This design comes from an exercise in tuning for small area and a short achievable clock period on the open sky130 flow, not from production work.
Function was checked by simulation only, so behaviour that the tests miss may differ from the original.

==> flow/design.v (outline; a module is shown in full before it is edited, if it fits) <==
// module backprop_decoder: 83 lines
// module gradient_store: 66 lines
// module bp_fa: 7 lines
// module bp_ha: 7 lines
// module bp_mac3: 1792 lines
// module bp_benc: 14 lines
// module bp_mul1: 560 lines
// module backprop_update: 162 lines
// module bp_pfx_add: 25 lines
module backprop_update
(
    input  logic               clk,
    input  logic               arst_n_i,
    input  logic               store_i,
    input  logic [backprop_pkg::LAYER_W-1:0] layer_i,
    input  logic [backprop_pkg::ROW_W-1:0]   row_i,
    input  logic [backprop_pkg::VEC_W-1:0]   diff_cost_i,
    input  logic [backprop_pkg::VEC_W-1:0]   diff_act_i,
    input  logic [backprop_pkg::VEC_W-1:0]   diff_start_i,
    input  logic               read_update_i,
    input  logic [backprop_pkg::DATA_W-1:0]  learning_rate_i,
    output logic               update_valid_o,
    output logic [backprop_pkg::LAYER_W-1:0] update_layer_o,
    output logic [backprop_pkg::ROW_W-1:0]   update_row_o,
    output logic [backprop_pkg::VEC_W-1:0]   update_value_o
);
  // ...
==> flow/run.sh <==
#!/bin/bash
# synth_recipe.tcl (not shown) runs the flow's synth.tcl, then flattens the netlist and writes it again
# the make line also repeats each setting of config.mk as NAME=value (left out here)
make -C /OpenROAD-flow-scripts/flow DESIGN_CONFIG=/design/flow/config.mk WORK_HOME=/design/flow/orfs CLKGATE_MAP_FILE= SYNTH_SCRIPT=/design/flow/synth_recipe.tcl finish
==> flow/config.mk <==
export PLATFORM = sky130hd
export DESIGN_NAME = backprop_update
export DESIGN_NICKNAME = backprop_update
export VERILOG_FILES = /design/flow/design.v
export SDC_FILE = /design/flow/constraint.sdc
export NUM_CORES = 4
export LEC_CHECK = 0
export CAP_MARGIN = 20
export CORE_MARGIN = 2
export CORE_UTILIZATION = 40
export CTS_CLUSTER_DIAMETER = 120
export CTS_CLUSTER_SIZE = 30
export SETUP_SLACK_MARGIN = 5
export SLEW_MARGIN = 20
==> flow/constraint.sdc <==
create_clock -name core_clock -period 10.0 [get_ports {clk}]
set_input_delay 2.0000 -clock core_clock [delete_from_list [all_inputs] [get_ports {clk}]]
set_output_delay 2.0000 -clock core_clock [all_outputs]
set_load 0.01 [all_outputs]
==> flow_summary.ini, run 1 <==
[grt]
grt_use_met1 = 0.370
busiest_layer = met2
grtUsageMet3 = 0.0686

[min_path]
holdCritStartpoint = u_decoder.a2_row_q[1]
whs_endpoint = u_decoder.a3_row_q[1]

[timing]
whs_ns = 0.338
fin_crit_sh = 0.514
worst_slack_ns = 4.86
slew_headroom = 0.141
tns_ns = 0
drv_slew = 0

[run_status]
status = complete, no violations

[synthesis]
synth_nets = 11500
synth_warnings = 43
ys_types = 80
synth_area_sq_mm = 0.116
synth_most_common_cell = a22oi_1

[layout]
drive_gt1_frac = 0.117
multi_input_cells = 6387
multi_input_area_sq_mm = 0.0648
signal_buffers = 717
nonClkBufAreaFrac = 0.0592
finalNonFillerCells = 13600
seqAreaFraction = 0.360
multi_input_area_share = 0.499

[worst_setup_path]
worstSetupStartpoint = g0_q[0][0]
reg2reg_depth = 19
start_kind = flip-flop
rr_endpoint = op_q[0][8]
crit_cells = 19

[route]
wl_met1_um = 163000
initialDrtViolationCount = 11400
wl_um = 417000
ant_nets = 0
first_pass_iters = 7

[placed_design]
pre_cts_ws_ns = 4.32
place_hpwl_um = 270000

[run]
drv_cap = 0

[die]
dieArea_sq_mm = 0.294
core-area_sq_mm = 0.288
die_y_um = 542

[clock_network]
root_buffer = clkbuf_16
==> run 2: changes to the inputs <==
--- a/flow/config.mk
+++ b/flow/config.mk
@@ -10,3 +10,3 @@
 export CORE_UTILIZATION = 40
-export CTS_CLUSTER_DIAMETER = 120
+export CTS_CLUSTER_DIAMETER = 90
 export CTS_CLUSTER_SIZE = 30
==> run 2 against run 1 <==
  * Critical endpoint is now update_value_o[11]
  * Critical path type is now flip-flop to primary output
  * Clock skew increased by 0.021 ns
  * Still clean on timing, DRC and antenna
  * Utilization rose by 0.38 points
==> flow_summary.ini, run 2 <==
[min_path]
worstHoldPathCells = 0
holdCritStartpoint = u_decoder.a2_row_q[1]
min_path_type = flip-flop to flip-flop
whs_endpoint = u_decoder.a3_row_q[1]

[synthesis]
synthCells = 9875
synthArstFlopShare = 0.0354
synth_most_common_cell = a22oi_1
synth_warnings = 43
syn_area_per_cell_sq_um = 11.7
ys_types = 80
synth_area_sq_mm = 0.116
synth_nets = 11500
ys_top_cells_by_area = edfxtp_1, fa_1, a22oi_1, dfxtp_1, xnor2_1
ys_seq_elements = 1724
synth.largest_area_cell = edfxtp_1
synth_edf_count = 1152
synthTopCellsByCount = a22oi_1, edfxtp_1, fa_1, inv_1, xnor2_1
synth-main-ff-cell = edfxtp_1
ys_seq_area_frac = 0.400
synthDominantCellAreaShare = 0.299

[clock_network]
cts_tree = done
root_buffer = clkbuf_16
cts_buffers = 89
hold_buffers = 0
cts_htree_levels = 3
clkTransAtPathRegs_ns = 0.09
numClockSinks = 1724
cts.path.max_buffers = 3
clock_latency_ns = 0.80

[die]
initial_core_util = 0.402
num_rows = 197
die_width_um = 542
pin_count = 221
die_y_um = 542
core-area_sq_mm = 0.288
dieArea_sq_mm = 0.294

[run]
drv_cap = 0

[route]
via_per_inst = 6.10
initialDrtViolationCount = 11500
vias = 83500
ant_nets = 0
wl_um = 419000
avgRoutedWirePerCell_um = 30.6
first_pass_iters = 8
drcViolationCount = 0

[worst_setup_path]
worstPathCellList = a21o_1 > a311o_1 > o31a_1 > or3_4 > xnor2_4 > buf_12 > clkinvlp_4 > buf_6
crit_type = flip-flop to primary output
rrSetupSlack_ns = 5.04
worst-path-max-fanout = 3
worstPathRequired_ns = 8.00
endpoint_kind = primary output
reg2reg_depth = 21
start_kind = flip-flop
r2r_start = g1_q[1][0]
crit_path_max_incr_delay_ns = 0.43
arrival_ns = 3.06
rr_endpoint = op_q[1][10]
critPathSlowestCell = or3_4

[placed_design]
place_hpwl_um = 270000
place_area_sq_mm = 0.122
io_buffers = 220
gp_congestion = 0.967

[layout]
fin_nets = 11500
syn_to_final_growth_pct = 13.0
drive_gt1_frac = 0.125
fin_util = 0.454
top_regs = u_store.d_mem: 576 flops, u_store.s_mem: 576 flops, s_q: 144 flops
fillers = 26000
design_area_sq_mm = 0.131
final_common_cell = a22oi_1
layout_common_cells = a22oi_1, edfxtp_1, fa_1

[timing]
slew_headroom = 0.221
max_freq_ghz = 0.198
fin_skew_ns = 0.0805
hold_viol = 0
drv_slew = 0
tns_ns = 0
tightest_slew_ns = 1.17
rsz0062_at_grt = true
fin_crit_sh = 0.506
finalSetupViolations = 0
period_needed_ns = 5.06

[grt]
grt_usage = 0.271
grt_pass1_vias = 82800
antenna_found_initial = 35
grt_max_degree = 91
grt_overflow = 0
grt_pass1_wl_um = 587000

[run_status]
status = complete, no violations
==> run 2: cell types whose count changed in the layout (fill, tap and decap cells not counted), moves of 6 or more <==
cell / before / now
buf_4: 320 / 346
clkbuf_16: 100 / 115
dfxtp_1: 324 / 312
dfxtp_4: 52 / 62
clkbuf_1: 34 / 25
clkinv_8: 1 / 9
buf_6: 59 / 65
fa_1: 1093 / 1087
fa_2: 33 / 39
==> run 2: logic make-up after synthesis <==
logic type	share of synthesized area
buffers and inverters	0.0574
AOI/OAI and AO/OA	0.151
DFF	0.400
xor gates and xnor gates	0.120
muxes	0.00147
and+or+nand+nor	0.0391
adders and majority gates	0.230
==> run 2: final cells by class <==
cell class	count	area (sq um)	share of cell area
Clock inverter	46	754	0.00577
Clock buffer	116	2370	0.0181
Timing Repair Buffer	749	8010	0.0612
Tap cell	3781	4730	0.0362
Sequential cell	1724	46800	0.357
Multi-Input combinational cell	6386	64800	0.496
Inverter	890	3360	0.0257
Antenna cell	6	15.0	0.000115
==> run 2: how the worst max path moves through the flow <==
stage / slack [ns] / startpoint / cells after the start / to
floorplan: 4.49 / store_i / 3 / u_store.s_mem[2][0]
global placement: 4.17 / g0_q[0][0] / 18 / op_q[0][6]
detailed placement: 4.32 / g0_q[0][0] / 18 / op_q[0][7]
CTS: 4.82 / og_q[0][2] / 10 / update_value_o[47]
global route: 4.83 / g0_q[0][0] / 22 / op_q[0][15]
finish: 4.94 / op_q[2][1] / 8 / update_value_o[11]
==> run 2: critical path: cells and delay by family, from the launching register on <==
kind	cells	cell delay, ns
xor gates and xnor gates	1	0.20
buffers and inverters	3	0.49
and+or+nand+nor	1	0.43
DFF	1	0.35
AOI/OAI and AO/OA	3	0.80
==> run 2: layer usage <==
metal / track usage / share of wire / up-vias
li1: - / - / 34200
met1: 0.369 / 0.39 / 42500
met2: 0.405 / 0.43 / 5592
met3: 0.0730 / 0.12 / 1193
met4: 0.117 / 0.060 / 52
met5: 0 / 0.00077 / -
==> run 2: repair_timing <==
action / CTS / global route
endpoints found under the setup margin: 188 / 150
cloned: 3 / 24
endpoints found under the hold margin: 0 / 0
resized for setup: 464 / 427
pin swaps: 103 / 167
buffers inserted: 99 / 153
==> run 2: stage by stage <==
step                      hold slack, ns  setup WS [ns]  instances
final                              0.336           4.94      13700
after global routing               0.348           4.83      13700
after CTS                          0.341           4.82      13500
after detailed placement           0.312           4.32      13300
after global placement             0.320           4.17      13300
after floorplan                    0.310           4.49       9875
==> run 3: changes to the inputs <==
--- a/flow/config.mk
+++ b/flow/config.mk
@@ -9,5 +9,3 @@
 export CORE_MARGIN = 2
-export CORE_UTILIZATION = 40
-export CTS_CLUSTER_DIAMETER = 90
-export CTS_CLUSTER_SIZE = 30
+export CORE_UTILIZATION = 50
 export SETUP_SLACK_MARGIN = 5
==> run 3 against run 2 <==
  * Still clean
  * Wire length down 1.8%
  * Maximum frequency down 1.7%
  * Final area up 1.5%
  * Final cell count down 4.1%
  * Critical path depth up 1
  * Die area down 20%
  * Non-clock buffer count up 14
  * Hold slack worse by 0.011 ns
  * Setup slack worse by 0.085 ns
  * Critical path type unchanged
  * Critical endpoint is now update_value_o[15]
==> flow_summary.ini, run 3 <==
[grt]
grt_overflow = 0
grt_max_degree = 98
grt_usage = 0.341
antenna_found_initial = 14
grt_pass1_wl_um = 590000
grt_pass1_vias = 84600

[timing]
period_needed_ns = 5.14
hold_viol = 0
tightest_slew_ns = 1.24
max_freq_ghz = 0.194
drv_slew = 0
rsz0062_at_grt = true
tns_ns = 0
fin_skew_ns = 0.0936
slew_headroom = 0.172
fin_crit_sh = 0.514
finalSetupViolations = 0

[layout]
final_common_cell = a22oi_1
top_regs = u_store.d_mem: 576 flops, u_store.s_mem: 576 flops, s_q: 144 flops
design_area_sq_mm = 0.133
fillers = 18700
fin_nets = 11600
syn_to_final_growth_pct = 14.7
drive_gt1_frac = 0.139
layout_common_cells = a22oi_1, edfxtp_1, fa_1

[route]
wl_um = 412000
ant_nets = 0
via_per_inst = 6.41
drcViolationCount = 0
avgRoutedWirePerCell_um = 31.3
initialDrtViolationCount = 11700
vias = 84200
first_pass_iters = 9

[worst_setup_path]
crit_type = flip-flop to primary output
worstPathRequired_ns = 8.00
arrival_ns = 3.14
r2r_start = g0_q[0][0]
start_kind = flip-flop
endpoint_kind = primary output
reg2reg_depth = 20
rrSetupSlack_ns = 4.97
worst-path-max-fanout = 2
rr_endpoint = op_q[0][7]

[synthesis]
synth_area_sq_mm = 0.116
synthArstFlopShare = 0.0354
ys_seq_elements = 1724
synthDominantCellAreaShare = 0.299
synth_warnings = 43
synth_nets = 11500
ys_top_cells_by_area = edfxtp_1, fa_1, a22oi_1, dfxtp_1, xnor2_1
ys_types = 80
synth-main-ff-cell = edfxtp_1
syn_area_per_cell_sq_um = 11.7
synth_edf_count = 1152
ys_seq_area_frac = 0.400
synthTopCellsByCount = a22oi_1, edfxtp_1, fa_1, inv_1, xnor2_1
synthCells = 9875
synth_most_common_cell = a22oi_1
synth.largest_area_cell = edfxtp_1

[placed_design]
place_area_sq_mm = 0.121
gp_congestion = 0.970
place_hpwl_um = 265000
io_buffers = 220

[min_path]
worstHoldPathCells = 0
min_path_type = flip-flop to flip-flop
holdCritStartpoint = u_decoder.a2_layer_q[1]
whs_endpoint = u_decoder.a3_layer_q[1]

[run]
drv_cap = 0

[clock_network]
clock_latency_ns = 0.91
cts_tree = done
cts_buffers = 184
cts.path.max_buffers = 3
clkTransAtPathRegs_ns = 0.06
numClockSinks = 1724
root_buffer = clkbuf_16
hold_buffers = 0
cts_htree_levels = 4

[run_status]
status = complete, no violations

[die]
die_width_um = 485
initial_core_util = 0.503
pin_count = 221
dieArea_sq_mm = 0.235
core-area_sq_mm = 0.230
num_rows = 176
die_y_um = 485
## run 3: cell counts after synthesis
No cell type changed its count.
## run 3: worst max-delay path by stage
| stage | endpoint | slack, ns | startpoint | cells after the start |
|---|---|---|---|---|
| after floorplan | u_store.s_mem[2][0] | 4.49 | store_i | 3 |
| after global placement | op_q[2][5] | 4.34 | g0_q[2][1] | 16 |
| after detailed placement | op_q[2][7] | 4.33 | g1_q[2][0] | 18 |
| after CTS | update_value_o[46] | 4.79 | og_q[0][0] | 11 |
| after global routing | op_q[0][7] | 4.76 | g1_q[0][0] | 20 |
| final | update_value_o[15] | 4.86 | og_q[2][0] | 9 |
## run 3: stage by stage
stage	std cells	utilization	hold slack [ns]	setup WS, ns
floorplan	9875	-	0.310	4.49
global placement	12500	0.525	0.317	4.34
detailed placement	12500	0.526	0.314	4.33
CTS	12900	0.563	0.327	4.79
global route	13100	0.577	0.332	4.76
finish	13100	0.577	0.325	4.86
## run 3: layout make-up
type / instances / area (sq um) / area share
diodes: 7 / 17.5 / 0.000132
clock buffers: 263 / 5190 / 0.0391
clock inverters: 82 / 1010 / 0.00759
inverters: 890 / 3380 / 0.0254
multi-input cells: 6387 / 64900 / 0.488
flip-flops and latches: 1724 / 46700 / 0.352
well taps: 3026 / 3790 / 0.0285
repair buffers: 763 / 7830 / 0.0589
## run 3: cells by family (layout without fill, tap and decap cells)
family | Yosys count | after routing | share of synthesized area
AO/OA/AOI/OAI | 2368 | 2368 | 0.151
buffers and inverters | 1767 | 1998 | 0.0574
flip-flops | 1724 | 1724 | 0.400
XOR/XNOR | 1584 | 1586 | 0.120
adder cells (fa/ha/maj) | 1454 | 1454 | 0.230
AND/OR/NAND/NOR | 961 | 962 | 0.0391
multiplexers | 17 | 17 | 0.00147
other | 0 | 7 | 0
## run 3: layer usage
layer	GRT usage	wire, um	part of all wire
met4	0.157	24500	0.059
met2	0.502	177000	0.43
met5	0.00633	269	0.00065
met3	0.100	51500	0.13
met1	0.465	159000	0.39
## run 3: timing repair
item | 4_1_cts | 5_1_grt
setup buffers | 107 | 172
pin swaps | 96 | 154
cloned | 1 | 13
resized for setup | 457 | 447
setup endpoints to repair | 186 | 162
## run 3: worst max-delay path, cell delays in order (launching register included)
cell and delay [ns]:
dfxtp_2 0.33, a21o_1 0.19, a311o_1 0.31, o31a_1 0.33, buf_6 0.15, o41ai_4 0.23
a21oi_2 0.16, xnor2_2 0.24, buf_6 0.19, buf_6 0.11

port drivers added, routing unchanged:
No port has a modelled driver above. Below, the same layouts with a new extraction and two added sets of constraints. Step 1, drivers: a clkbuf_16 drives clk and a buf_2 each remaining input, both assumed. Step 2 adds t to the input delays and takes it off the output delays; t is the mean of the earliest and latest rising clock arrival at the registers after step 1. Input paths then give back, and output paths get back, about the clock's delay inside the block. Three values: no drivers, after step 1, after step 2; two values: the first two.
run	shift t [ns]	setup slack, ns	worst register clock-pin slew, ns
run 1	0.875	4.860 / 4.816 / 4.346	0.12 / 0.12
run 2	0.869	4.941 / 4.841 / 4.403	0.12 / 0.12
run 3	0.960	4.856 / 4.760 / 4.448	0.07 / 0.07
After both steps setup and hold are still met in every run listed. The setup slack of run 2, which loses most, moves by -0.100 ns with the drivers and by -0.538 ns with both steps.
